Context: an optimization exercise on an open-source flow, tuned for small area, a short achievable clock period and few clock cycles per item. The choices shown serve that exercise and are no tape-out recipe.
Function was checked by simulation only, so behaviour that the tests miss may differ from the original.
Power and IR drop assume default switching activity.

== v6 ==
==> flow/design.v <==
module icache #(
  parameter int WIDTH = 32,
  parameter int LINES = 16,
  parameter int WPL   = 4
) (
  input  logic             clk,
  input  logic             rst,
  input  logic [WIDTH-1:0] pc_fetch,
  input  logic             inv_all,
  output logic [WIDTH-1:0] instr_fetch,
  output logic             stall_pc,
  output logic             mem_req,
  output logic [WIDTH-1:0] mem_addr,
  input  logic [WIDTH-1:0] mem_rdata,
  input  logic             mem_rvalid
);
  localparam int OFF_W    = $clog2(WPL);
  localparam int IDX_W    = $clog2(LINES);
  localparam int LINE_LSB = 2 + OFF_W;
  localparam int TAG_W    = WIDTH - LINE_LSB - IDX_W;
  localparam int LA_W     = WIDTH - LINE_LSB;
  localparam logic [OFF_W-1:0] LAST_BEAT = OFF_W'(WPL - 1);
  logic              open_q;
  logic [LA_W-1:0]   addr_q;
  logic [OFF_W-1:0]  beat_q;
  logic              taint_q;
  logic [LINES-1:0]  valid_q;
  logic [TAG_W-1:0]  tring_q [LINES];
  logic              tpend_q;
  logic [OFF_W-1:0]  rot_q;
  logic [WIDTH-1:0]  ring_q [LINES][WPL];
  logic [WIDTH-1:0]  fb_q   [WPL];
  logic [WPL-1:0]    fb_pend_q;
  logic [IDX_W-1:0]  fb_idx_q [WPL];
  logic [OFF_W-1:0]  pc_off;
  logic [IDX_W-1:0]  pc_idx;
  logic [TAG_W-1:0]  pc_tag;
  logic [IDX_W-1:0]  fill_idx;
  logic [IDX_W-1:0]  wr_idx;
  logic [OFF_W-1:0]  wr_off;
  logic [LINES-1:0]  slot_match;
  logic [LINES-1:0]  tw_start;
  logic [LINES-1:0]  tw_pend;
  logic              ring_hit;
  logic              fill_match;
  logic [LINES-1:0]  slot_sel;
  logic [WPL-1:0]    hi_sel;
  logic [WPL-1:0]    lo_sel;
  logic [WPL-1:0]    lo_dec;
  logic [LINES-1:0]  slot_wr;
  logic [WPL-1:0]    fb_out;
  logic              part_ok;
  logic              hit;
  logic              start;
  logic              beat;
  logic              last_beat;
  logic              bypass;
  logic              fb_rd;
  logic [WIDTH-1:0]  ring_rd;
  logic [WIDTH-1:0]  side_rd;
  logic              unused_bits;
  assign pc_off   = pc_fetch[LINE_LSB-1:2];
  assign pc_idx   = pc_fetch[LINE_LSB+IDX_W-1:LINE_LSB];
  assign pc_tag   = pc_fetch[WIDTH-1:LINE_LSB+IDX_W];
  assign fill_idx = addr_q[IDX_W-1:0];
  assign unused_bits = ^pc_fetch[1:0];
  always_comb begin
    for (int q = 0; q < WPL; q++) begin
      hi_sel[q] = (pc_idx[IDX_W-1:OFF_W] == OFF_W'(q));
      lo_dec[q] = (pc_idx[OFF_W-1:0] == OFF_W'(q));
    end
    for (int q = 0; q < WPL; q++) begin
      lo_sel[q] = lo_dec[OFF_W'(OFF_W'(q) - rot_q)];
    end
    ring_hit = 1'b0;
    for (int p = 0; p < LINES; p++) begin
      slot_sel[p]   = hi_sel[p / WPL] && lo_sel[p % WPL];
      slot_match[p] = (tring_q[p] == pc_tag);
      ring_hit      = ring_hit | (slot_sel[p] && slot_match[p]);
    end
    ring_hit = ring_hit && valid_q[pc_idx];
  end
  assign fill_match = (pc_fetch[WIDTH-1:LINE_LSB] == addr_q);
  assign part_ok = open_q && !taint_q &&
                   ((pc_off < beat_q) || ((pc_off == beat_q) && mem_rvalid));
  assign hit      = ring_hit || (fill_match && part_ok);
  assign stall_pc = !hit;
  always_comb begin
    ring_rd = '0;
    for (int p = 0; p < LINES; p++)
      ring_rd = ring_rd | (ring_q[p][pc_off] & {WIDTH{slot_sel[p]}});
  end
  assign fb_rd  = fb_pend_q[pc_off] && (fb_idx_q[pc_off] == pc_idx);
  assign bypass = mem_rvalid && (pc_idx == fill_idx) && (pc_off == beat_q);
  assign side_rd     = bypass ? mem_rdata : fb_q[pc_off];
  assign instr_fetch = (bypass || fb_rd) ? side_rd : ring_rd;
  assign start    = !open_q && !ring_hit;
  assign mem_req  = open_q || start;
  assign mem_addr = open_q ? {addr_q, {LINE_LSB{1'b0}}}
                           : {pc_fetch[WIDTH-1:LINE_LSB], {LINE_LSB{1'b0}}};
  assign beat      = mem_rvalid && (open_q || start);
  assign last_beat = beat && open_q && (beat_q == LAST_BEAT);
  assign wr_idx    = open_q ? fill_idx : pc_idx;
  assign wr_off    = open_q ? beat_q : '0;
  always_comb begin
    for (int p = 0; p < LINES; p++) begin
      tw_start[p] = (p % WPL == 0) && start && slot_sel[p + WPL - 1];
      tw_pend[p]  = (p % WPL == 0) && tpend_q &&
                    (fill_idx[IDX_W-1:OFF_W] == OFF_W'(p / WPL)) &&
                    (OFF_W'(fill_idx[OFF_W-1:0] + rot_q + 1'b1) == '0);
    end
  end
  always_comb begin
    for (int k = 0; k < WPL; k++) begin
      fb_out[k] = fb_pend_q[k] &&
                  (OFF_W'(fb_idx_q[k][OFF_W-1:0] + rot_q + 1'b1) == OFF_W'(k));
    end
    for (int p = 0; p < LINES; p++) begin
      slot_wr[p] = fb_out[p % WPL] &&
                   (fb_idx_q[p % WPL][IDX_W-1:OFF_W] == OFF_W'(p / WPL));
    end
  end
  always_ff @(posedge clk) begin
    if (rst) begin
      open_q    <= 1'b0;
      beat_q    <= '0;
      taint_q   <= 1'b0;
      valid_q   <= '0;
      rot_q     <= '0;
      fb_pend_q <= '0;
      tpend_q   <= 1'b0;
    end else begin
      rot_q   <= rot_q + 1'b1;
      tpend_q <= (start && !(|tw_start)) || (tpend_q && !(|tw_pend));
      if (start) begin
        open_q  <= 1'b1;
        beat_q  <= OFF_W'(beat);
        taint_q <= inv_all;
      end else if (open_q) begin
        if (beat) beat_q <= beat_q + 1'b1;
        if (inv_all) taint_q <= 1'b1;
        if (last_beat) open_q <= 1'b0;
      end
      if (inv_all) begin
        valid_q <= '0;
      end else begin
        if (start) valid_q[pc_idx] <= 1'b0;
        if (last_beat && !taint_q) valid_q[fill_idx] <= 1'b1;
      end
      for (int k = 0; k < WPL; k++) begin
        if (fb_out[k]) fb_pend_q[k] <= 1'b0;
      end
      if (beat) fb_pend_q[wr_off] <= 1'b1;
    end
  end
  always_ff @(posedge clk) begin
    if (start) begin
      addr_q <= pc_fetch[WIDTH-1:LINE_LSB];
    end
  end
  always_ff @(posedge clk) begin
    if (beat && !rst) begin
      fb_q[wr_off]     <= mem_rdata;
      fb_idx_q[wr_off] <= wr_idx;
    end
  end
  always_ff @(posedge clk) begin
    for (int p = 0; p < LINES; p++) begin
      if (tw_start[p] || tw_pend[p]) begin
        tring_q[p] <= tpend_q ? addr_q[LA_W-1:IDX_W] : pc_tag;
      end else begin
        tring_q[p] <= tring_q[(p / WPL) * WPL + (p + WPL - 1) % WPL];
      end
    end
    for (int p = 0; p < LINES; p++) begin
      for (int k = 0; k < WPL; k++) begin
        if (k == p % WPL && slot_wr[p]) begin
          ring_q[p][k] <= fb_q[k];
        end else begin
          ring_q[p][k] <= ring_q[(p / WPL) * WPL + (p + WPL - 1) % WPL][k];
        end
      end
    end
  end
endmodule
==> flow/config.mk <==
export PLATFORM = sky130hd
export DESIGN_NAME = icache
export DESIGN_NICKNAME = icache
export VERILOG_FILES = /design/flow/design.v
export SDC_FILE = /design/flow/constraint.sdc
export NUM_CORES = 4
export LEC_CHECK = 0
export CAP_MARGIN = 20
export CORE_MARGIN = 2
export CORE_UTILIZATION = 65
export CTS_BUF_LIST = sky130_fd_sc_hd__clkbuf_16
export CTS_CLUSTER_DIAMETER = 80
export CTS_CLUSTER_SIZE = 24
export SETUP_SLACK_MARGIN = 1.6
export SLEW_MARGIN = 20
==> flow/constraint.sdc <==
create_clock -name core_clock -period 5.5 [get_ports {clk}]
set_input_delay 1.1000 -clock core_clock [delete_from_list [all_inputs] [get_ports {clk}]]
set_output_delay 1.1000 -clock core_clock [all_outputs]
set_load 0.01 [all_outputs]
standard.sh (not shown) runs the stock make flow with config.mk's settings and CLKGATE_MAP_FILE= SYNTH_SCRIPT=/design/flow/synth_recipe.tcl, a recipe that flattens the netlist after the stock synthesis.
==> flow/flow/run.sh <==
#!/bin/bash
# The standard layout, with the port buffers inserted as plain buf_4 cells
# instead of the delay cells buffer_ports picks by default.
set -euo pipefail
export BUFFER_PORTS_ARGS="-buffer_cell sky130_fd_sc_hd__buf_4"
bash standard.sh > standard_flow.log 2>&1
v6 completed; timing, DRC and antenna clean
Testbench counts of v6, summed over its fixed seeds: cycles 34,783, fetches 24,000.
For v7, these inputs were changed with respect to v6:
# v6
export LEC_CHECK = 0
export CAP_MARGIN = 20
export CORE_MARGIN = 2
export CORE_UTILIZATION = 65
export CTS_BUF_LIST = sky130_fd_sc_hd__clkbuf_16
export CTS_CLUSTER_DIAMETER = 80
export CTS_CLUSTER_SIZE = 24
export SETUP_SLACK_MARGIN = 1.6
export SLEW_MARGIN = 20
create_clock -name core_clock -period 5.5 [get_ports {clk}]
# v7
export LEC_CHECK = 0
export CAP_MARGIN = 20
export CORE_MARGIN = 2
export CORE_UTILIZATION = 65
export CTS_BUF_LIST = sky130_fd_sc_hd__clkbuf_16
export CTS_CLUSTER_DIAMETER = 80
export CTS_CLUSTER_SIZE = 24
export SETUP_SLACK_MARGIN = 1.2
export SLEW_MARGIN = 20
create_clock -name core_clock -period 5.5 [get_ports {clk}]
Findings:
- v7 against v6; reported net switching power is down slightly.
- Compared to v6, the router laid down less metal wire for v7.
- The run showing the smaller proportion of cell area occupied by registers is v6.
- Looking at number of cells traversed by the worst register-to-register path, v7 sits 4 below v6.
- Diff v6 -> v7: fmax +about 1.1%, design area went down by about 2%.

---

RTL: the design.v shown in full above, as it stands there.
export LEC_CHECK = 0
export CAP_MARGIN = 20
export CORE_MARGIN = 2
export CORE_UTILIZATION = 58
export CTS_BUF_LIST = sky130_fd_sc_hd__clkbuf_16
export CTS_CLUSTER_DIAMETER = 80
export CTS_CLUSTER_SIZE = 24
export SETUP_SLACK_MARGIN = 1.2
export SLEW_MARGIN = 20
create_clock -name core_clock -period 5.5 [get_ports {clk}]
Scripts as last shown in full above: flow/flow/run.sh
The starting point completed with no timing, DRC or antenna violations.
Testbench counts at the start, summed over its fixed seeds: cycles 34,783, fetches 24,000.
Next try:
CORE_UTILIZATION = 65   (was 58)
SETUP_SLACK_MARGIN = 0.9   (was 1.2)
What happened: Clock-buffer cell count drops by 11; flip-flop and latch count does not change; global-route usage climbs by 3.2 points; wire length drops slightly; first-iteration DRC count climbs by a quarter to a third; sequential power barely changes; die area drops by roughly a tenth; via count climbs slightly; worst setup slack got worse by 0.026 ns; cell area drops slightly; power drops by a few percent.

[static timing again, ports no longer ideal]
Ports are ideal in the flow. The routed layouts listed here were re-timed in OpenROAD. Step 1: set_driving_cell puts a clkbuf_16 on clk and a buf_2 on each other input, an assumption about the parent block. Step 2, shift: input delay + t, output delay - t, t = (earliest + latest rising clock arrival at the registers) / 2. This alone moves slack from input paths to output paths. Slacks: no drivers / after step 1 / after step 2; pairs: no drivers / after step 1.
| run | t, ns | setup slack, ns | worst setup path after step 2 | worst slew at a driven data input, ns |
|---|---|---|---|---|
| v6 | 0.859 | 0.777 / 0.699 / 0.392 | input to register | 0.22 |
| v7 | 0.848 | 0.828 / 0.705 / 0.327 | input to register | 0.31 |
| the first run of note 2 | 0.869 | 0.809 / 0.721 / 0.312 | input to register | 0.15 |
| the second run of note 2 | 0.865 | 0.783 / 0.714 / 0.369 | input to register | 0.17 |
After both steps every run listed still meets setup and hold. The setup slack of v7, which loses most, moves by -0.123 ns with the drivers and by -0.501 ns with both steps.
